Source: an optimization exercise on an open RTL-to-GDS flow (aim: a short achievable clock period and few clock cycles per item). Production flows keep margins and buffers that such runs may drop. Only simulation tests tie the RTL to the original design; equivalence was not proved. In every run shown here, the design's own scripts or RTL, not TritonCTS, make the clock network. The clock input has no modelled driver; a real chip could not lean on it and would need a root buffer or a full tree. Power and IR drop assume default switching activity.

File: design/flow/config.mk
export PLATFORM = sky130hd
export DESIGN_NAME = fetch_top
export DESIGN_NICKNAME = fetch_top
export VERILOG_FILES = /design/flow/design.v
export SDC_FILE = /design/flow/constraint.sdc
export NUM_CORES = 4
export LEC_CHECK = 0
export ABC_CLOCK_PERIOD_IN_PS = 100
export CAP_MARGIN = 20
export CORE_MARGIN = 2
export CORE_UTILIZATION = 40
export SETUP_SLACK_MARGIN = 2.6
export SLEW_MARGIN = 20
export SYNTH_HIERARCHICAL = 1
export TNS_END_PERCENT = 100
File: design/flow/constraint.sdc
create_clock -name core_clock -period 4.4 [get_ports {clk}]
set_input_delay 0.8800 -clock core_clock [delete_from_list [all_inputs] [get_ports {clk}]]
set_output_delay 0.8800 -clock core_clock [all_outputs]
set_load 0.01 [all_outputs]
File: design/flow/design.v
package mem_pkg;
    typedef logic [31:0] addr_t;
    typedef logic [63:0]                beat_t;
    typedef logic [32*8-1:0]   line_t;
    typedef logic [$clog2(4)-1:0] beat_cnt_t;
    typedef enum logic [1:0] {
        FETCH_IDLE,
        FETCH_REQUEST,      
        FETCH_COLLECT       
    } fetch_state_e;
endpackage
package fetch_pkg;
    typedef logic [31:0] inst_t;
    typedef logic [63:0] order_t;
    typedef logic [$clog2(8)-1:0] word_idx_t;
endpackage
`timescale 1ns/1ps
module beat_detect
#(
    parameter int OFF_BITS = 5
)(
    input   logic                   rvalid_i,
    input   logic [31:0]            raddr_i,
    input   logic [31-OFF_BITS:0]   line_i,      
    input   logic                   any_i,       
    output  logic                   beat_o
);
    localparam int LA_W = 32 - OFF_BITS;
    localparam int NT   = LA_W + OFF_BITS + 2;   
    localparam int NG   = (NT + 3) / 4;          
    localparam int NR   = (NG + 2) / 3;          
    logic [4*NG-1:0] t;          
    logic [NG-1:0]   g_bad;      
    logic [3*NR-1:0] g_bad_p;    
    logic [NR-1:0]   r_ok;       
    logic [2:0]      r_ok_p;
    for (genvar i = 0; i < LA_W; i++) begin : g_eq
        fg_xnor2 x_i (.a(raddr_i[OFF_BITS + i]), .b(line_i[i]), .y(t[i]));
    end
    for (genvar i = 0; i < OFF_BITS; i++) begin : g_zero
        fg_inv n_i (.a(raddr_i[i]), .y(t[LA_W + i]));
    end
    assign t[LA_W + OFF_BITS]     = rvalid_i;
    assign t[LA_W + OFF_BITS + 1] = any_i;
    if (4 * NG > NT) begin : g_pad
        assign t[4*NG-1:NT] = '1;
    end
    for (genvar g = 0; g < NG; g++) begin : g_nand
        fg_nand4 n_i (.a(t[4*g]), .b(t[4*g+1]), .c(t[4*g+2]), .d(t[4*g+3]), .y(g_bad[g]));
    end
    assign g_bad_p = {{(3*NR-NG){1'b0}}, g_bad};
    for (genvar r = 0; r < NR; r++) begin : g_nor
        fg_nor3 n_i (.a(g_bad_p[3*r]), .b(g_bad_p[3*r+1]), .c(g_bad_p[3*r+2]), .y(r_ok[r]));
    end
    assign r_ok_p = {{(3-NR){1'b1}}, r_ok};
    fg_and3 a_i (.a(r_ok_p[0]), .b(r_ok_p[1]), .c(r_ok_p[2]), .y(beat_o));
endmodule
module fg_xnor2 (input logic a, input logic b, output logic y);
    assign y = ~(a ^ b);
endmodule
module fg_inv (input logic a, output logic y);
    assign y = ~a;
endmodule
module fg_nand4 (input logic a, input logic b, input logic c, input logic d, output logic y);
    assign y = ~(a & b & c & d);
endmodule
module fg_nor3 (input logic a, input logic b, input logic c, output logic y);
    assign y = ~(a | b | c);
endmodule
module fg_and3 (input logic a, input logic b, input logic c, output logic y);
    assign y = a & b & c;
endmodule
`timescale 1ns/1ps
module seq_ctr
#(
    parameter int             W       = 64,
    parameter int             L       = 6,
    parameter int             C       = 8,
    parameter logic [W-1:0]   RST_VAL = '0
)(
    input   logic           clk,
    input   logic           rst,
    input   logic           load_i,
    input   logic [W-1:0]   load_val_i,
    input   logic           inc_i,
    output  logic [W-1:0]   val_o
);
    localparam int NC = (W - L + C - 1) / C;    
    function automatic logic [W-1:0] flip_mask(input logic [W-1:0] v);
        logic [W-1:0] m;
        m = '0;
        for (int b = L; b < W; b++) begin
            m[b] = 1'b1;
            for (int j = L; j < b; j++) begin
                if ((j - L) / C == (b - L) / C) m[b] = m[b] & v[j];
            end
        end
        flip_mask = m;
    endfunction
    function automatic logic [NC-1:0] chunk_ones(input logic [W-1:0] v);
        logic [NC-1:0] r;
        r = '1;
        for (int b = L; b < W; b++) begin
            r[(b - L) / C] = r[(b - L) / C] & v[b];
        end
        chunk_ones = r;
    endfunction
    function automatic logic [NC-1:0] below_ones(input logic [NC-1:0] o);
        logic [NC-1:0] r;
        r[0] = 1'b1;
        for (int k = 1; k < NC; k++) r[k] = r[k-1] & o[k-1];
        below_ones = r;
    endfunction
    logic [NC-1:0] ones;
    logic [NC-1:0] below;        
    logic [NC-1:0] carry;        
    logic [W-1:0]  step;         
    logic [W-1:0]  fm;
    logic          wrap;
    assign wrap = &val_o[L-1:0];        
    assign fm   = flip_mask(val_o);
    always_comb begin
        for (int k = 0; k < NC; k++) begin
            carry[k] = wrap && below[k];
        end
        step = '0;
        for (int b = L; b < W; b++) begin
            step[b] = carry[(b - L) / C] && fm[b];
        end
    end
    logic [W-1:0]  val_inc;
    logic [W-1:0]  val_hold;
    logic [W-1:0]  val_d;
    always_comb begin
        val_inc = val_o ^ step;
        val_inc[L-1:0] = val_o[L-1:0] + 1'b1;
        if (rst) begin
            val_hold = RST_VAL;
        end else if (load_i) begin
            val_hold = load_val_i;
        end else begin
            val_hold = val_o;
        end
    end
    late_sel #(.W(W)) step_sel_i (
        .sel_i  (inc_i),
        .one_i  (val_inc),
        .zero_i (val_hold),
        .out_o  (val_d)
    );
    always_ff @(posedge clk) begin
        val_o <= val_d;
        if (rst) begin
            ones  <= chunk_ones(RST_VAL);
            below <= below_ones(chunk_ones(RST_VAL));
        end else if (load_i) begin
            ones  <= chunk_ones(load_val_i);
            below <= below_ones(chunk_ones(load_val_i));
        end else begin
            ones  <= chunk_ones(val_o);
            below <= below_ones(ones);
        end
    end
endmodule
`timescale 1ns/1ps
module late_sel
#(
    parameter int W = 1
)(
    input   logic           sel_i,
    input   logic [W-1:0]   one_i,       
    input   logic [W-1:0]   zero_i,      
    output  logic [W-1:0]   out_o
);
    assign out_o = sel_i ? one_i : zero_i;
endmodule
module deq_gen
(
    input   logic   ren_i,
    input   logic   valid_i,
    input   logic   redirect_i,
    input   logic   rst_i,
    output  logic   deq_o
);
    assign deq_o = ren_i && valid_i && !redirect_i && !rst_i;
endmodule
`timescale 1ns/1ps
module fetch_top
(
    input   logic           clk,
    input   logic           rst,
    output  mem_pkg::addr_t          bmem_addr_o,
    output  logic           bmem_read_o,
    input   logic           bmem_ready_i,
    input   mem_pkg::addr_t          bmem_raddr_i,
    input   mem_pkg::beat_t          bmem_rdata_i,
    input   logic           bmem_rvalid_i,
    input   logic           redirect_i,
    input   mem_pkg::addr_t          redirect_pc_i,
    input   fetch_pkg::order_t         redirect_order_i,
    input   logic           inst_ren_i,
    output  logic           inst_valid_o,
    output  mem_pkg::addr_t          inst_pc_o,
    output  fetch_pkg::inst_t          inst_o,
    output  fetch_pkg::order_t         inst_order_o
);
    localparam int OFF_BITS = $clog2(32);
    localparam int LA_W     = 32 - OFF_BITS;         
    localparam int KTH      = 8;          
    localparam int QD       = KTH + 8;  
    localparam int NO       = 4;      
    localparam int AW       = $clog2(QD + 1);
    localparam int OW       = $clog2(NO + 1);
    logic              want;         
    logic              rd_q;         
    logic [LA_W-1:0]   ra_q;         
    logic [7:0]        rkeep_q;      
    logic [AW-1:0]     avail;        
    logic              accept;
    logic              deq;
    logic              issue;
    function automatic logic [7:0] keep_from(input logic [2:0] first);
        logic [7:0] k;
        for (int w = 0; w < 8; w++) k[w] = (3'(w) >= first);
        keep_from = k;
    endfunction
    assign bmem_read_o = rd_q;
    assign bmem_addr_o = {ra_q, {OFF_BITS{1'b0}}};
    assign accept = rd_q && bmem_ready_i && !rst;
    localparam int DQ_SLOTS = QD / 2;
    localparam int DQ_VLO   = DQ_SLOTS;
    localparam int DQ_VHI   = DQ_SLOTS + 1;
    localparam int DQ_IV    = DQ_SLOTS + 2;
    localparam int DQ_PC    = DQ_SLOTS + 3;
    localparam int DQ_ORD   = DQ_SLOTS + 4;
    localparam int DQ_CNT   = DQ_SLOTS + 5;
    localparam int NDQ      = DQ_SLOTS + 6;
    logic [NDQ-1:0]    deq_c;
    logic [QD-1:0]     vv;           
    for (genvar c = 0; c < NDQ; c++) begin : g_deq
        deq_gen deq_gen_i (
            .ren_i      (inst_ren_i),
            .valid_i    (vv[0]),
            .redirect_i (redirect_i),
            .rst_i      (rst),
            .deq_o      (deq_c[c])
        );
    end
    assign deq = deq_c[DQ_CNT];
    assign issue  = (!want || accept) && (avail <= AW'(KTH));
    logic [LA_W-1:0]   oa  [NO];
    logic [7:0]        okeep [NO];
    logic [NO-1:0]     ost;          
    logic [NO-1:0]     wsel;         
    logic [NO-1:0]     hsel;         
    logic [NO-1:0]     ov;           
    logic [1:0]        bc;           
    logic              beat;
    logic              pop;
    logic              h_st;
    logic [7:0]        h_keep;
    logic              keep_lo;
    logic              keep_hi;
    assign keep_lo = h_keep[0];
    assign keep_hi = h_keep[1];
    logic [LA_W-1:0]   h_a;
    localparam int NB = 7;
    logic [NB-1:0]     beat_c;
    for (genvar c = 0; c < NB; c++) begin : g_beat
        beat_detect #(.OFF_BITS(OFF_BITS)) beat_detect_i (
            .rvalid_i (bmem_rvalid_i),
            .raddr_i  (bmem_raddr_i),
            .line_i   (h_a),
            .any_i    (ov[0]),
            .beat_o   (beat_c[c])
        );
    end
    assign beat = beat_c[0];
    assign pop = beat && (bc == 2'd3);
    logic [7:0]        okeep_n [NO];
    logic [NO-1:0]     ost_n;
    logic [NO-1:0]     hsel_r;       
    logic [7:0]        nx_keep;      
    logic              nx_st;
    logic [LA_W-1:0]   nx_a;         
    assign hsel_r = {hsel[NO-2:0], hsel[NO-1]};
    always_comb begin
        for (int i = 0; i < NO; i++) begin
            okeep_n[i] = (accept && wsel[i]) ? rkeep_q : okeep[i];
            ost_n[i]   = (accept && wsel[i]) ? redirect_i : (ost[i] || redirect_i);
        end
        nx_keep = rkeep_q;
        nx_st   = redirect_i;
        nx_a    = ra_q;
        for (int i = 0; i < NO; i++) begin
            if (hsel_r[i] && ov[1]) begin
                nx_keep = okeep[i];
                nx_st   = ost[i] || redirect_i;
                nx_a    = oa[i];
            end
        end
    end
    always_ff @(posedge clk) begin
        for (int i = 0; i < NO; i++) begin
            okeep[i] <= okeep_n[i];
            ost[i]   <= ost_n[i];
            if (accept && wsel[i]) begin
                oa[i] <= ra_q;
            end
        end
    end
    logic [NO-1:0]     ov_b, ov_n, hsel_b, hsel_n;
    logic [1:0]        bc_b, bc_n;
    logic [8:0]        k_b, k_n;       
    logic [LA_W-1:0]   ha_b, ha_n, ha_d;
    logic              iv_b, iv_n;
    logic              live_b;       
    always_comb begin
        for (int i = 0; i < NO; i++) begin
            ov_n[i] = accept ? (i == 0 || ov[(i > 0) ? i - 1 : 0]) : ov[i];
            ov_b[i] = (bc != 2'd3) ? ov_n[i] :
                      (accept ? ov[i] : ((i + 1 < NO) ? ov[(i + 1 < NO) ? i + 1 : i] : 1'b0));
        end
        hsel_n = hsel;
        hsel_b = (bc == 2'd3) ? hsel_r : hsel;
        bc_n   = bc;
        bc_b   = bc + 2'd1;
        ha_n   = ov[0] ? h_a : ra_q;
        ha_b   = (bc == 2'd3) ? nx_a : h_a;
        k_n    = ov[0] ? {h_st || redirect_i, h_keep} : {redirect_i, rkeep_q};
        k_b    = (bc == 2'd3) ? {nx_st, nx_keep} : {h_st || redirect_i, 2'b11, h_keep[7:2]};
        if (rst) begin
            ov_n   = '0;
            ov_b   = '0;
            hsel_n = NO'(1);
            hsel_b = NO'(1);
            bc_n   = '0;
            bc_b   = '0;
            k_n    = '0;
            k_b    = '0;
        end
    end
    logic [NO-1:0]     ov_d, hsel_d;
    logic [1:0]        bc_d;
    logic [8:0]        k_d;
    logic              iv_d;
    late_sel #(.W(2*NO)) ring_sel_i (
        .sel_i  (beat_c[0]),
        .one_i  ({ov_b, hsel_b}),
        .zero_i ({ov_n, hsel_n}),
        .out_o  ({ov_d, hsel_d})
    );
    late_sel #(.W(4)) count_sel_i (
        .sel_i  (beat_c[1]),
        .one_i  ({bc_b, k_b[8], iv_b}),
        .zero_i ({bc_n, k_n[8], iv_n}),
        .out_o  ({bc_d, k_d[8], iv_d})
    );
    late_sel #(.W(8)) keep_sel_i (
        .sel_i  (beat_c[2]),
        .one_i  (k_b[7:0]),
        .zero_i (k_n[7:0]),
        .out_o  (k_d[7:0])
    );
    localparam int HA_LO = LA_W / 2;
    late_sel #(.W(HA_LO)) ha_lo_sel_i (
        .sel_i  (beat_c[3]),
        .one_i  (ha_b[HA_LO-1:0]),
        .zero_i (ha_n[HA_LO-1:0]),
        .out_o  (ha_d[HA_LO-1:0])
    );
    late_sel #(.W(LA_W - HA_LO)) ha_hi_sel_i (
        .sel_i  (beat_c[4]),
        .one_i  (ha_b[LA_W-1:HA_LO]),
        .zero_i (ha_n[LA_W-1:HA_LO]),
        .out_o  (ha_d[LA_W-1:HA_LO])
    );
    always_ff @(posedge clk) begin
        if (rst) begin
            wsel <= NO'(1);
        end else if (accept) begin
            wsel <= {wsel[NO-2:0], wsel[NO-1]};
        end
        ov   <= ov_d;
        hsel <= hsel_d;
        h_a  <= ha_d;
        bc   <= bc_d;
        {h_st, h_keep} <= k_d;
    end
    always_ff @(posedge clk) begin
        if (rst) begin
            want    <= 1'b1;
            ra_q    <= 32'hAAAAA000 >> OFF_BITS;
            rkeep_q <= keep_from(3'(32'hAAAAA000 >> 2));
            avail   <= AW'(8) - AW'(3'(32'hAAAAA000 >> 2));
            rd_q    <= 1'b1;         
        end else begin
            if (redirect_i) begin
                want    <= 1'b1;
                ra_q    <= redirect_pc_i[31:OFF_BITS];
                rkeep_q <= keep_from(redirect_pc_i[OFF_BITS-1:2]);
                avail   <= AW'(8) - AW'(redirect_pc_i[OFF_BITS-1:2]);
            end else if (issue) begin
                want    <= 1'b1;
                ra_q    <= ra_q + 1'b1;
                rkeep_q <= '1;
                avail   <= avail - AW'(deq) + AW'(8);
            end else begin
                if (accept) want <= 1'b0;
                avail <= avail - AW'(deq);
            end
            rd_q <= (redirect_i || issue || (want && !accept)) &&
                    !(accept ? ov[NO-2] : ov[NO-1]);
        end
    end
    fetch_pkg::inst_t  wa, wb;       
    assign wa      = keep_lo ? bmem_rdata_i[31:0] : bmem_rdata_i[63:32];
    assign wb      = bmem_rdata_i[63:32];
    fetch_pkg::inst_t  q  [QD];
    logic [QD-1:0]     qs0, qs1;     
    logic [QD-1:0]     pq0, pq1;     
    logic              flush;
    function automatic logic [QD-1:0] beat_slots(input logic [QD-1:0] sv, input logic two);
        logic [QD-1:0] r;
        for (int i = 0; i < QD; i++) begin
            r[i] = (!sv[i] && (i == 0 || sv[(i > 0) ? i - 1 : 0])) ||
                   (two && i >= 1 && !sv[(i > 0) ? i - 1 : 0] && (i == 1 || sv[(i > 1) ? i - 2 : 0]));
        end
        beat_slots = r;
    endfunction
    assign flush = rst || redirect_i;
    assign qs0   = vv;
    assign qs1   = {1'b0, vv[QD-1:1]};
    assign pq0   = beat_slots(qs0, keep_lo);
    assign pq1   = beat_slots(qs1, keep_lo);
    fetch_pkg::inst_t  keep_v  [QD];
    fetch_pkg::inst_t  shift_v [QD];
    fetch_pkg::inst_t  q_d     [QD];
    always_comb begin
        for (int i = 0; i < QD; i++) begin
            logic first_free, last_full;
            first_free = !vv[i] && (i == 0 || vv[(i > 0) ? i - 1 : 0]);
            last_full  = vv[i] && (i + 1 == QD || !vv[(i + 1 < QD) ? i + 1 : i]);
            keep_v[i] = vv[i] ? q[i] : (first_free ? wa : wb);
            if (i + 1 < QD) begin
                shift_v[i] = vv[(i + 1 < QD) ? i + 1 : i] ? q[(i + 1 < QD) ? i + 1 : i] :
                             (last_full ? wa : wb);
            end else begin
                shift_v[i] = last_full ? wa : wb;
            end
        end
    end
    for (genvar i = 0; i < QD; i++) begin : g_slot
        late_sel #(.W($bits(inst_o))) slot_sel_i (
            .sel_i  (deq_c[i / 2]),
            .one_i  (shift_v[i]),
            .zero_i (keep_v[i]),
            .out_o  (q_d[i])
        );
    end
    always_ff @(posedge clk) begin
        for (int i = 0; i < QD; i++) q[i] <= q_d[i];
    end
    assign live_b = !h_st && keep_hi && !redirect_i && !rst;
    logic [QD-1:0]     vv_b, vv_n, vv_d;
    logic [QD-1:0]     vb0, vb1, vn0, vn1;
    logic [1:0]        ivb, ivn;
    assign vn0 = flush ? '0 : qs0;
    assign vn1 = flush ? '0 : qs1;
    assign vb0 = flush ? '0 : (qs0 | (live_b ? pq0 : '0));
    assign vb1 = flush ? '0 : (qs1 | (live_b ? pq1 : '0));
    localparam int VV_LO = QD / 2;
    late_sel #(.W(2*VV_LO)) vv_lo_deq_i (
        .sel_i  (deq_c[DQ_VLO]),
        .one_i  ({vb1[VV_LO-1:0], vn1[VV_LO-1:0]}),
        .zero_i ({vb0[VV_LO-1:0], vn0[VV_LO-1:0]}),
        .out_o  ({vv_b[VV_LO-1:0], vv_n[VV_LO-1:0]})
    );
    late_sel #(.W(2*(QD-VV_LO))) vv_hi_deq_i (
        .sel_i  (deq_c[DQ_VHI]),
        .one_i  ({vb1[QD-1:VV_LO], vn1[QD-1:VV_LO]}),
        .zero_i ({vb0[QD-1:VV_LO], vn0[QD-1:VV_LO]}),
        .out_o  ({vv_b[QD-1:VV_LO], vv_n[QD-1:VV_LO]})
    );
    late_sel #(.W(2)) iv_deq_i (
        .sel_i  (deq_c[DQ_IV]),
        .one_i  ({vb1[0], vn1[0]}),
        .zero_i ({vb0[0], vn0[0]}),
        .out_o  ({iv_b, iv_n})
    );
    late_sel #(.W(VV_LO)) vv_lo_sel_i (
        .sel_i  (beat_c[5]),
        .one_i  (vv_b[VV_LO-1:0]),
        .zero_i (vv_n[VV_LO-1:0]),
        .out_o  (vv_d[VV_LO-1:0])
    );
    late_sel #(.W(QD - VV_LO)) vv_hi_sel_i (
        .sel_i  (beat_c[6]),
        .one_i  (vv_b[QD-1:VV_LO]),
        .zero_i (vv_n[QD-1:VV_LO]),
        .out_o  (vv_d[QD-1:VV_LO])
    );
    always_ff @(posedge clk) begin
        vv           <= vv_d;
        inst_valid_o <= iv_d;
    end
    assign inst_o = q[0];
    logic [1:0] pc_lo;
    seq_ctr #(.W(30), .L(6), .C(8), .RST_VAL(30'(32'hAAAAA000 >> 2))) pc_ctr_i (
        .clk        (clk),
        .rst        (rst),
        .load_i     (redirect_i),
        .load_val_i (redirect_pc_i[31:2]),
        .inc_i      (deq_c[DQ_PC]),
        .val_o      (inst_pc_o[31:2])
    );
    always_ff @(posedge clk) begin
        if (rst) begin
            pc_lo <= 2'(32'hAAAAA000);
        end else if (redirect_i) begin
            pc_lo <= redirect_pc_i[1:0];
        end
    end
    assign inst_pc_o[1:0] = pc_lo;
    seq_ctr #(.W(64), .L(6), .C(8), .RST_VAL('0)) order_ctr_i (
        .clk        (clk),
        .rst        (rst),
        .load_i     (redirect_i),
        .load_val_i (redirect_order_i),
        .inc_i      (deq_c[DQ_ORD]),
        .val_o      (inst_order_o)
    );
endmodule
File: design/flow/flow/run.sh
#!/bin/bash
# Standard ORFS layout, except that the clock tree is rebuilt with two buffer
# levels at the end of the CTS step (flow/post_cts.tcl, flow/mytree.tcl),
# the port buffers are buf_4 cells, and slew and capacitance are repaired
# once more after global routing (flow/post_grt.tcl).
# Each tool's output goes to its own log: make's to flow_make.log here, and
# ORFS keeps every step's log under orfs/logs/.
set -euo pipefail
here=$(pwd)
export POST_CTS_TCL="$here/flow/post_cts.tcl"
# design-rule repair again after the timing repair of global routing
export POST_GLOBAL_ROUTE_TCL="$here/flow/post_grt.tcl"
# port buffers: a plain buffer rather than the delay cell buffer_ports picks
export BUFFER_PORTS_ARGS="-buffer_cell sky130_fd_sc_hd__buf_4"
bash standard.sh > "$here/flow_make.log" 2>&1
File: design/flow/flow/mytree.tcl
# Replace the clock tree with a two-level one: the clock port drives four root
# buffers, each root drives the leaf buffers of one quarter of the registers,
# and each leaf buffer drives a cluster of nearby registers. All registers see
# the same number of buffers between the port and their clock pin.
set block [ord::get_db_block]
set db [ord::get_db]
set buf_master [$db findMaster sky130_fd_sc_hd__clkbuf_16]
set clk_net [$block findNet clk]
set max_leaf 20
if {[info exists ::env(MYTREE_LEAF)]} { set max_leaf $::env(MYTREE_LEAF) }

# walk the old tree from the clock port
set tree_insts {}
set tree_nets {}
set sinks {}
set todo [list $clk_net]
while {[llength $todo] > 0} {
  set net [lindex $todo 0]
  set todo [lrange $todo 1 end]
  foreach it [$net getITerms] {
    if {[$it isOutputSignal]} { continue }
    set inst [$it getInst]
    set mname [[$inst getMaster] getName]
    if {[string match "sky130_fd_sc_hd__clkbuf_*" $mname] || [string match "sky130_fd_sc_hd__buf_*" $mname] || [string match "sky130_fd_sc_hd__clkinv*" $mname] || [string match "sky130_fd_sc_hd__inv_*" $mname]} {
      if {[string match "*inv*" $mname]} {
        # only a dummy load (output left open) may be an inverter
        foreach ot [$inst getITerms] {
          if {[$ot isOutputSignal] && [$ot getNet] ne "NULL" && [llength [[$ot getNet] getITerms]] > 1} {
            error "inverter in clock tree: [$inst getName]"
          }
        }
      }
      lappend tree_insts $inst
      foreach ot [$inst getITerms] {
        if {[$ot isOutputSignal]} {
          set on [$ot getNet]
          if {$on ne "NULL"} { lappend tree_nets $on; lappend todo $on }
        }
      }
    } else {
      lappend sinks $it
    }
  }
}
puts "mytree: old tree [llength $tree_insts] buffers, [llength $sinks] sinks"

foreach it $sinks { $it disconnect }
foreach inst $tree_insts { odb::dbInst_destroy $inst }
foreach net $tree_nets { odb::dbNet_destroy $net }

# sink locations: centre of the sink instance
set pts {}
foreach it $sinks {
  set b [[$it getInst] getBBox]
  lappend pts [list [expr {([$b xMin] + [$b xMax]) / 2}] [expr {([$b yMin] + [$b yMax]) / 2}] $it]
}

# recursive bisection along the longer side until groups are small enough
proc split_groups {pts maxn} {
  return [split_k $pts [expr {([llength $pts] + $maxn - 1) / $maxn}]]
}

# split into k groups of near equal size, cutting across the longer side
proc split_k {pts k} {
  if {$k <= 1} { return [list $pts] }
  set xs [lmap p $pts {lindex $p 0}]
  set ys [lmap p $pts {lindex $p 1}]
  set dx [expr {[tcl::mathfunc::max {*}$xs] - [tcl::mathfunc::min {*}$xs]}]
  set dy [expr {[tcl::mathfunc::max {*}$ys] - [tcl::mathfunc::min {*}$ys]}]
  set ax [expr {$dx >= $dy ? 0 : 1}]
  set s [lsort -integer -index $ax $pts]
  set k1 [expr {$k / 2}]
  set h [expr {([llength $s] * $k1) / $k}]
  return [concat [split_k [lrange $s 0 [expr {$h - 1}]] $k1] [split_k [lrange $s $h end] [expr {$k - $k1}]]]
}

proc centroid {pts} {
  set sx 0; set sy 0
  foreach p $pts { set sx [expr {$sx + [lindex $p 0]}]; set sy [expr {$sy + [lindex $p 1]}] }
  set n [llength $pts]
  return [list [expr {$sx / $n}] [expr {$sy / $n}]]
}

proc place_buf {block master name x y} {
  set inst [odb::dbInst_create $block $master $name]
  set w [[$inst getMaster] getWidth]
  set h [[$inst getMaster] getHeight]
  $inst setLocation [expr {$x - $w / 2}] [expr {$y - $h / 2}]
  $inst setPlacementStatus PLACED
  return $inst
}

proc pin_of {inst name} {
  foreach it [$inst getITerms] { if {[[$it getMTerm] getName] eq $name} { return $it } }
  error "no pin $name"
}

# four quarters first, then leaf clusters inside each quarter
set quarters [split_k $pts 4]
set nq 0; set nl 0
foreach qpts $quarters {
  set leaves [split_groups $qpts $max_leaf]
  set lcs {}
  set leaf_insts {}
  foreach lpts $leaves {
    lassign [centroid $lpts] cx cy
    set li [place_buf $block $buf_master "ctree_leaf_$nl" $cx $cy]
    set ln [odb::dbNet_create $block "ctree_leaf_net_$nl"]
    $ln setSigType CLOCK
    [pin_of $li X] connect $ln
    foreach p $lpts { [lindex $p 2] connect $ln }
    lappend lcs [list $cx $cy]
    lappend leaf_insts $li
    incr nl
  }
  lassign [centroid $lcs] rx ry
  set ri [place_buf $block $buf_master "ctree_root_$nq" $rx $ry]
  set rn [odb::dbNet_create $block "ctree_root_net_$nq"]
  $rn setSigType CLOCK
  [pin_of $ri X] connect $rn
  foreach li $leaf_insts { [pin_of $li A] connect $rn }
  [pin_of $ri A] connect $clk_net
  incr nq
}
puts "mytree: $nq roots, $nl leaves"
File: design/flow/flow/post_cts.tcl
# Runs at the end of ORFS's CTS step (POST_CTS_TCL): swap TritonCTS's
# three-level clock tree for a two-level one, then legalize and repair timing
# again with the new clock arrivals.
source [file join [file dirname [info script]] mytree.tcl]
detailed_placement
estimate_parasitics -placement
repair_timing_helper
detailed_placement
check_placement -verbose
estimate_parasitics -placement
report_clock_latency
report_worst_slack -max
report_worst_slack -min
File: design/flow/flow/post_grt.tcl
# Runs at the end of ORFS's global route step (POST_GLOBAL_ROUTE_TCL): the
# timing repair before it may leave slew or capacitance violations behind
# (cloned gates on one driver), so repair the design rules once more.
log_cmd global_route -start_incremental
repair_design_helper
log_cmd detailed_placement
log_cmd global_route -end_incremental
log_cmd estimate_parasitics -global_routing
report_check_types -max_slew -max_capacitance -violators
report_worst_slack -max
File: design/flow/standard.sh
#!/bin/bash
# synth_recipe.tcl (not shown) runs the flow's synth.tcl, then flattens the netlist and writes it again
# the make line also repeats each setting of config.mk as NAME=value (left out here)
make -C /OpenROAD-flow-scripts/flow DESIGN_CONFIG=/design/flow/config.mk WORK_HOME=/design/flow/orfs CLKGATE_MAP_FILE= SYNTH_SCRIPT=/design/flow/synth_recipe.tcl "${@:-finish}"
==> flow_metrics.py, run 1 <==
metrics = {
    "global_routing": {
        "antenna_found_initial": 13,
        "grt_overflow_total": 0,
        "grt_pass1_wl_mm": 265,
        "grt.total_usage_pct": 26.1,
        "grt_pass1_vias": 40500,
        "grt_max_degree": 85,
    },
    "final_layout": {
        "fin_nets": 5959,
        "final_cells": 7494,
        "drive_gt1_share_pct": 43.0,
        "area_delta_synth_final_pct": 31.7,
    },
    "synthesis": {
        "avgSynthCellArea_um2": 9.99,
        "synth-edff-count": 136,
        "ys.flop_type": "dfxtp_1",
        "syn_area_um2": 52000,
        "postSynthCellCount": 5206,
        "synthArstFlopShare_pct": 0,
        "synth-seq-cells": 874,
        "synth_cell_type_count": 71,
        "yosysSeqAreaShare_pct": 36.3,
        "ys_warn_count": 22,
    },
    "floorplanning": {
        "ios": 360,
        "coreArea_um2": 129000,
        "fp.dieH_um": 365,
        "die_area_um2": 133000,
        "initial_core_util_pct": 40.2,
        "num_rows": 132,
        "die_w_um": 365,
    },
    "power": {
        "cellPowerDensity_nw_per_um2": 259,
        "leakagePower_nw": 29.4,
        "vdd_drop_max_uv": 266,
        "p_total_mw": 17.7,
    },
    "timing": {
        "hold_viol_final": 0,
        "slew_viol_final": 0,
        "worst_slew_pin_slew_ns": 0.750,
        "fin_crit_ns": 2.03,
        "setup_viol": 0,
        "fin_tns_setup_ns": 0,
        "fin_crit_sh_pct": 46.1,
        "finClkSkew_ns": 0.0305,
        "slew_headroom_pct": 50.0,
        "fmax_mhz": 493,
    },
    "setup_path": {
        "path_class": "primary input to flip-flop",
        "arrival_ns": 2.34,
        "setup.worst_path.end_class": "flip-flop",
        "r2r-start": "h_a[17]",
        "cp-start-kind": "primary input",
        "crit_fanout": 7,
        "crit_required_ns": 4.71,
        "reg2reg_slack_ns": 2.41,
        "critPathLaunch": "bmem_raddr_i[22]",
    },
    "route": {
        "vias": 42400,
        "ant_nets": 0,
        "drt_first_pass_iters": 6,
        "detail_route.vias_per_cell": 5.65,
        "drc": 0,
        "first_iter_violations": 3757,
        "routed_wl_mm": 186,
        "wl_per_cell_um": 24.9,
    },
    "job": {
        "maxCapViolCount": 0,
    },
    "clock_tree": {
        "clk_pin_slew_ns": 0.08,
        "cts_sinks": 874,
        "insertion_delay_ns": 0.45,
    },
    "min_path": {
        "hp-start": "pc_ctr_i.ones[1]",
        "worst_hold_path_type": "flip-flop to flip-flop",
    },
    "status": {
        "status": "complete, no violations",
    },
    "placed_design": {
        "gp_congestion": 0.813,
        "place.detailed.hpwl_mm": 91.4,
        "io_buffers": 354,
        "dp.cells": 6913,
    },
}
==> registers in the layout, indices dropped and copies added (netlist names), 4 cells and up <==
name,cells
q,512
oa,108
order_ctr_i.val_o,64
pc_ctr_i.val_o,30
okeep,28
h_a,27
ra_q,27
vv,16
h_keep,8
order_ctr_i.below,7
order_ctr_i.ones,7
rkeep_q,7
avail,5
hsel,4
ost,4
ov,4
wsel,4
==> layout by cell type, fill, tap and decap left out, types with 114 or more instances in the layout <==
| cell type | n |
|---|---|
| buf_12 | 120 |
| dfxtp_1 | 532 |
| buf_4 | 428 |
| nand2_1 | 630 |
| nor2_1 | 163 |
| o21ai_0 | 257 |
| mux2i_1 | 474 |
| buf_6 | 247 |
| o21ai_1 | 298 |
| mux2_4 | 689 |
| dfxtp_4 | 138 |
| xnor2_1 | 127 |
| xnor2_2 | 114 |
| o21ai_2 | 130 |
| edfxtp_1 | 136 |
==> final cells by class <==
| type | count | area [um2] |
|---|---|---|
| inverters | 110 | 420 |
| plain buffers | 52 | 1300 |
| flip-flops and latches | 874 | 19500 |
| fillers | 11100 | 60900 |
| repair buffers | 925 | 11600 |
| multi-input cells | 3775 | 33100 |
| diodes | 3 | 7.51 |
| well taps | 1742 | 2180 |
| repair inverters | 2 | 10.0 |
| clock inverters | 11 | 330 |
==> per-module statistics from Yosys, one instance, submodules excluded, a selection <==
module     flops+latches  cells inside  cell area (um2)  copies in the design
fetch_top            762          3441            31900                     1
fg_nor3                0             1             10.0                    21
fg_xnor2               0             1             8.76                   189
fg_inv                 0             1             3.75                    35
fg_and3                0             1             6.26                     7
fg_nand4               0             1             6.26                    63
deq_gen                0             1             12.5                    14
==> cell usage after synthesis (28+ instances only) <==
cell / n / area (um2)
mux2i_1: 518 / 5180
dfxtp_1: 738 / 14800
buf_2: 58 / 290
o21ai_0: 684 / 3420
xnor2_1: 246 / 2150
clkbuf_1: 281 / 1050
nor2_1: 165 / 619
inv_1: 108 / 405
nor3_1: 28 / 140
mux2_2: 121 / 1360
nand3_1: 46 / 230
mux2_4: 632 / 9490
nand4_1: 104 / 651
buf_12: 56 / 1120
a21oi_1: 93 / 465
buf_6: 31 / 349
nand2_1: 712 / 2670
edfxtp_1: 136 / 4080
o22ai_1: 57 / 357
a211oi_1: 41 / 308
xor2_1: 46 / 403
==> worst max-delay path, cell delays in order <==
cell and delay [ns]:
buf_12 0.13, xnor2_1 0.17, nand4_1 0.19, nor3_2 0.22, and3_4 0.27, buf_12 0.16, mux2_4 0.31
==> where the power goes <==
group	internal (mW)	switching, mW
Combinational	1.84	1.52
Sequential	8.50	0.303
Clock	2.76	2.77
Total	13.1	4.60
==> layer usage <==
layer	track usage [%]	vias to the layer above	wire, um
met3	4.77	446	14300
met5	0	-	126
met4	11.1	20	9820
met2	42.6	1721	86100
li1	-	19400	-
met1	33.6	20800	75900
==> cells by family after synthesis <==
logic type	share of synthesized area, %
multiplexers	30.8
AND/OR/NAND/NOR	10.7
AO/OA/AOI/OAI	9.83
flip-flops	36.3
buffers and inverters	6.75
XOR/XNOR	4.98
adder cells (fa/ha/maj)	0.505
other	0.0578
==> path summary, 6_finish.rpt <==
kind / end / cells after the start
min: pc_ctr_i.below[2] / 2
max reg2reg: h_a[6] / 7
min reg2reg: pc_ctr_i.below[2] / 2
max: h_a[6] / 7
==> metrics by stage <==
step                      hold slack, ns  setup WS [ns]  instance area, um2  utilization [%]
final                              0.453           2.37               68500             52.9
after detailed placement           0.443           1.31               55100             42.6
after global placement             0.449           1.32               55100             42.6
after floorplan                    0.433           2.25               52900                -
Testbench counts, summed over its fixed seeds: cycles 18,712, items 12,000.
==> inputs of run 2 (changes only) <==
--- a/design/flow/design.v
+++ b/design/flow/design.v
@@ -25,3 +25,3 @@
     input   logic                   any_i,       
-    output  logic                   beat_o
+    output  logic                   miss_o       
 );
@@ -55,3 +55,3 @@
     assign r_ok_p = {{(3-NR){1'b1}}, r_ok};
-    fg_and3 a_i (.a(r_ok_p[0]), .b(r_ok_p[1]), .c(r_ok_p[2]), .y(beat_o));
+    fg_nand3 a_i (.a(r_ok_p[0]), .b(r_ok_p[1]), .c(r_ok_p[2]), .y(miss_o));
 endmodule
@@ -69,4 +69,4 @@
 endmodule
-module fg_and3 (input logic a, input logic b, input logic c, output logic y);
-    assign y = a & b & c;
+module fg_nand3 (input logic a, input logic b, input logic c, output logic y);
+    assign y = ~(a & b & c);
 endmodule
@@ -257,4 +257,2 @@
     logic [1:0]        bc;           
-    logic              beat;
-    logic              pop;
     logic              h_st;
@@ -266,4 +264,4 @@
     logic [LA_W-1:0]   h_a;
-    localparam int NB = 7;
-    logic [NB-1:0]     beat_c;
+    localparam int NB = 13;
+    logic [NB-1:0]     miss_c;
     for (genvar c = 0; c < NB; c++) begin : g_beat
@@ -274,7 +272,5 @@
             .any_i    (ov[0]),
-            .beat_o   (beat_c[c])
+            .miss_o   (miss_c[c])
         );
     end
-    assign beat = beat_c[0];
-    assign pop = beat && (bc == 2'd3);
     logic [7:0]        okeep_n [NO];
@@ -346,32 +342,56 @@
     logic              iv_d;
-    late_sel #(.W(2*NO)) ring_sel_i (
-        .sel_i  (beat_c[0]),
-        .one_i  ({ov_b, hsel_b}),
-        .zero_i ({ov_n, hsel_n}),
-        .out_o  ({ov_d, hsel_d})
+    late_sel #(.W(NO)) ov_sel_i (
+        .sel_i  (miss_c[0]),
+        .one_i  (ov_n),
+        .zero_i (ov_b),
+        .out_o  (ov_d)
+    );
+    late_sel #(.W(NO)) hsel_sel_i (
+        .sel_i  (miss_c[1]),
+        .one_i  (hsel_n),
+        .zero_i (hsel_b),
+        .out_o  (hsel_d)
     );
     late_sel #(.W(4)) count_sel_i (
-        .sel_i  (beat_c[1]),
-        .one_i  ({bc_b, k_b[8], iv_b}),
-        .zero_i ({bc_n, k_n[8], iv_n}),
+        .sel_i  (miss_c[2]),
+        .one_i  ({bc_n, k_n[8], iv_n}),
+        .zero_i ({bc_b, k_b[8], iv_b}),
         .out_o  ({bc_d, k_d[8], iv_d})
     );
-    late_sel #(.W(8)) keep_sel_i (
-        .sel_i  (beat_c[2]),
-        .one_i  (k_b[7:0]),
-        .zero_i (k_n[7:0]),
-        .out_o  (k_d[7:0])
-    );
-    localparam int HA_LO = LA_W / 2;
-    late_sel #(.W(HA_LO)) ha_lo_sel_i (
-        .sel_i  (beat_c[3]),
-        .one_i  (ha_b[HA_LO-1:0]),
-        .zero_i (ha_n[HA_LO-1:0]),
-        .out_o  (ha_d[HA_LO-1:0])
-    );
-    late_sel #(.W(LA_W - HA_LO)) ha_hi_sel_i (
-        .sel_i  (beat_c[4]),
-        .one_i  (ha_b[LA_W-1:HA_LO]),
-        .zero_i (ha_n[LA_W-1:HA_LO]),
-        .out_o  (ha_d[LA_W-1:HA_LO])
+    late_sel #(.W(4)) keep_lo_sel_i (
+        .sel_i  (miss_c[3]),
+        .one_i  (k_n[3:0]),
+        .zero_i (k_b[3:0]),
+        .out_o  (k_d[3:0])
+    );
+    late_sel #(.W(4)) keep_hi_sel_i (
+        .sel_i  (miss_c[4]),
+        .one_i  (k_n[7:4]),
+        .zero_i (k_b[7:4]),
+        .out_o  (k_d[7:4])
+    );
+    localparam int HQ = (LA_W + 3) / 4;
+    late_sel #(.W((((0+1)*HQ < LA_W) ? (0+1)*HQ : LA_W) - 0*HQ)) ha_sel_0_i (
+        .sel_i  (miss_c[5]),
+        .one_i  (ha_n[(((0+1)*HQ < LA_W) ? (0+1)*HQ : LA_W)-1:0*HQ]),
+        .zero_i (ha_b[(((0+1)*HQ < LA_W) ? (0+1)*HQ : LA_W)-1:0*HQ]),
+        .out_o  (ha_d[(((0+1)*HQ < LA_W) ? (0+1)*HQ : LA_W)-1:0*HQ])
+    );
+    late_sel #(.W((((1+1)*HQ < LA_W) ? (1+1)*HQ : LA_W) - 1*HQ)) ha_sel_1_i (
+        .sel_i  (miss_c[6]),
+        .one_i  (ha_n[(((1+1)*HQ < LA_W) ? (1+1)*HQ : LA_W)-1:1*HQ]),
+        .zero_i (ha_b[(((1+1)*HQ < LA_W) ? (1+1)*HQ : LA_W)-1:1*HQ]),
+        .out_o  (ha_d[(((1+1)*HQ < LA_W) ? (1+1)*HQ : LA_W)-1:1*HQ])
+    );
+    late_sel #(.W((((2+1)*HQ < LA_W) ? (2+1)*HQ : LA_W) - 2*HQ)) ha_sel_2_i (
+        .sel_i  (miss_c[7]),
+        .one_i  (ha_n[(((2+1)*HQ < LA_W) ? (2+1)*HQ : LA_W)-1:2*HQ]),
+        .zero_i (ha_b[(((2+1)*HQ < LA_W) ? (2+1)*HQ : LA_W)-1:2*HQ]),
+        .out_o  (ha_d[(((2+1)*HQ < LA_W) ? (2+1)*HQ : LA_W)-1:2*HQ])
+    );
+    late_sel #(.W((((3+1)*HQ < LA_W) ? (3+1)*HQ : LA_W) - 3*HQ)) ha_sel_3_i (
+        .sel_i  (miss_c[8]),
+        .one_i  (ha_n[(((3+1)*HQ < LA_W) ? (3+1)*HQ : LA_W)-1:3*HQ]),
+        .zero_i (ha_b[(((3+1)*HQ < LA_W) ? (3+1)*HQ : LA_W)-1:3*HQ]),
+        .out_o  (ha_d[(((3+1)*HQ < LA_W) ? (3+1)*HQ : LA_W)-1:3*HQ])
     );
@@ -490,13 +510,26 @@
     );
-    late_sel #(.W(VV_LO)) vv_lo_sel_i (
-        .sel_i  (beat_c[5]),
-        .one_i  (vv_b[VV_LO-1:0]),
-        .zero_i (vv_n[VV_LO-1:0]),
-        .out_o  (vv_d[VV_LO-1:0])
-    );
-    late_sel #(.W(QD - VV_LO)) vv_hi_sel_i (
-        .sel_i  (beat_c[6]),
-        .one_i  (vv_b[QD-1:VV_LO]),
-        .zero_i (vv_n[QD-1:VV_LO]),
-        .out_o  (vv_d[QD-1:VV_LO])
+    localparam int VQ = QD / 4;
+    late_sel #(.W(VQ)) vv_sel_0_i (
+        .sel_i  (miss_c[9]),
+        .one_i  (vv_n[(0+1)*VQ-1:0*VQ]),
+        .zero_i (vv_b[(0+1)*VQ-1:0*VQ]),
+        .out_o  (vv_d[(0+1)*VQ-1:0*VQ])
+    );
+    late_sel #(.W(VQ)) vv_sel_1_i (
+        .sel_i  (miss_c[10]),
+        .one_i  (vv_n[(1+1)*VQ-1:1*VQ]),
+        .zero_i (vv_b[(1+1)*VQ-1:1*VQ]),
+        .out_o  (vv_d[(1+1)*VQ-1:1*VQ])
+    );
+    late_sel #(.W(VQ)) vv_sel_2_i (
+        .sel_i  (miss_c[11]),
+        .one_i  (vv_n[(2+1)*VQ-1:2*VQ]),
+        .zero_i (vv_b[(2+1)*VQ-1:2*VQ]),
+        .out_o  (vv_d[(2+1)*VQ-1:2*VQ])
+    );
+    late_sel #(.W(VQ)) vv_sel_3_i (
+        .sel_i  (miss_c[12]),
+        .one_i  (vv_n[(3+1)*VQ-1:3*VQ]),
+        .zero_i (vv_b[(3+1)*VQ-1:3*VQ]),
+        .out_o  (vv_d[(3+1)*VQ-1:3*VQ])
     );
==> flow_metrics.py, run 2 <==
metrics = {
    "synthesis": {
        "synth.area.top_cells": "dfxtp_1 27%, mux2_4 17%, mux2i_1 9.6%, edfxtp_1 7.6%, xnor2_1 6.6%",
        "synthArstFlopShare_pct": 0,
        "syn_area_um2": 54000,
        "avgSynthCellArea_um2": 9.85,
        "postSynthCellCount": 5480,
        "ys_top_cells_by_count": "738 x dfxtp_1, 712 x nand2_1, 684 x o21ai_0, 617 x mux2_4, 518 x mux2i_1",
        "ys.flop_type": "dfxtp_1",
        "yosysSeqAreaShare_pct": 34.9,
        "synth-seq-cells": 874,
        "yosysTopAreaCell": "dfxtp_1",
        "synth_top_cell_area_share_pct": 27.4,
        "synth_cell_type_count": 71,
        "yosysMostFrequentCell": "dfxtp_1",
        "synth-edff-count": 136,
        "ys_warn_count": 22,
    },
    "floorplanning": {
        "die_w_um": 371,
        "fp.dieH_um": 371,
        "coreArea_um2": 134000,
        "initial_core_util_pct": 40.4,
        "num_rows": 134,
        "die_area_um2": 138000,
        "ios": 360,
    },
    "clock_tree": {
        "cts_sinks": 874,
        "insertion_delay_ns": 0.46,
        "clk_pin_slew_ns": 0.09,
    },
    "final_layout": {
        "final_area_um2": 72000,
        "fin_nets": 6303,
        "largest-register": "q",
        "drive_gt1_share_pct": 40.7,
        "area_delta_synth_final_pct": 33.4,
        "final_common_cell": "mux2_4",
        "layout_common_cells": "666 x mux2_4, 665 x nand2_1, 531 x dfxtp_1, 473 x mux2i_1, 414 x buf_4",
        "top_regs": "q: 512 flops, oa: 108 flops, order_ctr_i.val_o: 64 flops",
        "largest_reg_flops": 512,
    },
    "timing": {
        "worst_slew_pin_slew_ns": 0.835,
        "fin_crit_sh_pct": 47.9,
        "finClkSkew_ns": 0.0445,
        "slew_viol_final": 0,
        "hold_viol_final": 0,
        "slew_headroom_pct": 44.3,
        "fmax_mhz": 474,
        "fin_crit_ns": 2.11,
        "fin_tns_setup_ns": 0,
        "setup_viol": 0,
    },
    "route": {
        "wl_per_cell_um": 26.6,
        "ant_nets": 0,
        "first_iter_violations": 4483,
        "drt_first_pass_iters": 8,
        "vias": 45600,
        "routed_wl_mm": 209,
        "detail_route.vias_per_cell": 5.81,
        "drc": 0,
    },
    "setup_path": {
        "crit_required_ns": 4.73,
        "path_class": "primary input to flip-flop",
        "cp-start-kind": "primary input",
        "setup.worst_path.end_class": "flip-flop",
        "crit_fanout": 5,
        "arrival_ns": 2.43,
    },
    "power": {
        "leakagePower_nw": 30.6,
        "vdd_drop_max_uv": 278,
        "cellPowerDensity_nw_per_um2": 246,
    },
    "placed_design": {
        "io_buffers": 354,
        "place.detailed.hpwl_mm": 96.0,
        "gp_congestion": 0.839,
        "dpl_cell_area_um2": 57100,
    },
    "min_path": {
        "worst_hold_path_type": "flip-flop to flip-flop",
    },
    "global_routing": {
        "grt_busiest_layer": "met2",
        "met1_usage_pct": 34.7,
        "grtUsageMet3_pct": 5.02,
        "grt.total_usage_pct": 28.3,
        "grt_overflow_total": 0,
        "grt_max_degree": 119,
        "met2_usage_pct": 46.2,
        "antenna_found_initial": 10,
        "grt_pass1_vias": 44200,
        "grt_pass1_wl_mm": 296,
    },
    "status": {
        "status": "complete, no violations",
    },
    "job": {
        "maxCapViolCount": 0,
    },
}
==> run 2: changes by cell type in the layout (fill, tap and decap cells not counted), sizes merged, moves of 12 or more <==
cell	change
inv	+29
nor3	+18
buf	+64
xnor2	+162
nand3	+13
nand4	+54
conb	+12
==> run 2: logic make-up (layout without fill, tap and decap cells) <==
group / count (synthesis) / in the layout / synth area share, %
AO/OA/AOI/OAI: 939 / 940 / 9.46
XOR/XNOR: 456 / 456 / 7.42
adder cells (fa/ha/maj): 21 / 21 / 0.487
buffers and inverters: 613 / 1184 / 6.66
flip-flops: 874 / 874 / 34.9
multiplexers: 1271 / 1274 / 29.6
other: 14 / 39 / 0.0973
AND/OR/NAND/NOR: 1292 / 1306 / 11.3
==> run 2: stage by stage <==
stage	utilization (%)	total power, mW	setup slack [ns]	instances	hold slack [ns]
global placement	42.6	11.6	1.43	7207	0.454
detailed placement	42.6	11.7	1.38	7207	0.463
finish	53.8	17.7	2.29	7862	0.475
floorplan	-	10.8	2.25	5498	0.433
==> run 2: worst max-delay path, cell delays in order <==
cell and delay, ns:
buf_16 0.13, buf_12 0.15, xnor2_2 0.13, nand4_1 0.28
nor3_4 0.39, nand3_4 0.16, mux2_4 0.32
==> run 2: report_power, final <==
part           leakage [nW]  switching (mW)  total [mW]  internal [mW]
clock network         0.662            2.78        5.03           2.25
logic                  22.4            1.80        3.91           2.11
registers              7.48           0.326        8.82           8.49
==> run 2: modules after synthesis (local to each module, per instance), excerpt <==
module	flip-flops and latches	times used	area (um2)	cells
fg_nor3	0	39	10.0	1
fg_xnor2	0	351	8.76	1
deq_gen	0	14	12.5	1
fg_inv	0	65	3.75	1
fg_nand4	0	117	6.26	1
fetch_top	762	1	31900	3441
fg_nand3	0	13	5.00	1
==> run 2: path summary, 6_finish.rpt <==
path / slack (ns) / cells after the start / startpoint / to
setup reg to reg: 2.29 / 7 / hsel[0] / h_a[0]
hold reg to reg: 0.47 / 2 / pc_ctr_i.ones[1] / pc_ctr_i.below[2]
hold / removal: 0.47 / 2 / pc_ctr_i.ones[1] / pc_ctr_i.below[2]
setup / recovery: 2.29 / 7 / bmem_raddr_i[11] / vv[7]
==> run 2: layer usage <==
metal	vias up	wire (um)
li1	20500	-
met1	22300	81700
met2	2236	95700
met3	664	16500
met4	0	15000
met5	-	0
==> run 2: final cells by class <==
| type | count | area, um2 |
|---|---|---|
| Clock inverter | 5 | 150 |
| Timing Repair inverter | 1 | 5.00 |
| Buffer | 48 | 1200 |
| Antenna cell | 7 | 17.5 |
| Sequential cell | 874 | 19500 |
| Timing Repair Buffer | 990 | 13300 |
| Fill cell | 11100 | 61700 |
| Multi-Input combinational cell | 4029 | 35100 |
| Tap cell | 1768 | 2210 |
| Inverter | 140 | 538 |
Testbench counts of run 2, summed over its fixed seeds: cycles 18,712, items 12,000.

[port drivers added, routing unchanged]
How much do the figures lean on ideal ports? The routed layouts below were timed once more, with nothing changed but the port constraints. Step 1: set_driving_cell puts a clkbuf_16 on clk and a buf_2 on each other input, an assumption about the parent block. Step 2 times the ports against the registers' clock, not the clock port: input delays grow and output delays shrink by t, the midpoint of the rising clock arrivals with the driver on. a / b / c = ideal / step 1 / step 2; a / b = the first two.
run	t (ns)	slack for setup (ns)	clock arrival spread, ns	pins driven straight from the clock port
run 1	0.594	2.374 / 2.327 / 1.799	0.036 / 0.036	4
run 2	0.615	2.292 / 2.294 / 1.701	0.062 / 0.063	4
After both steps setup and hold are still met in every run listed. The setup slack of run 2, which loses most, moves by +0.002 ns with the drivers and by -0.591 ns with both steps.
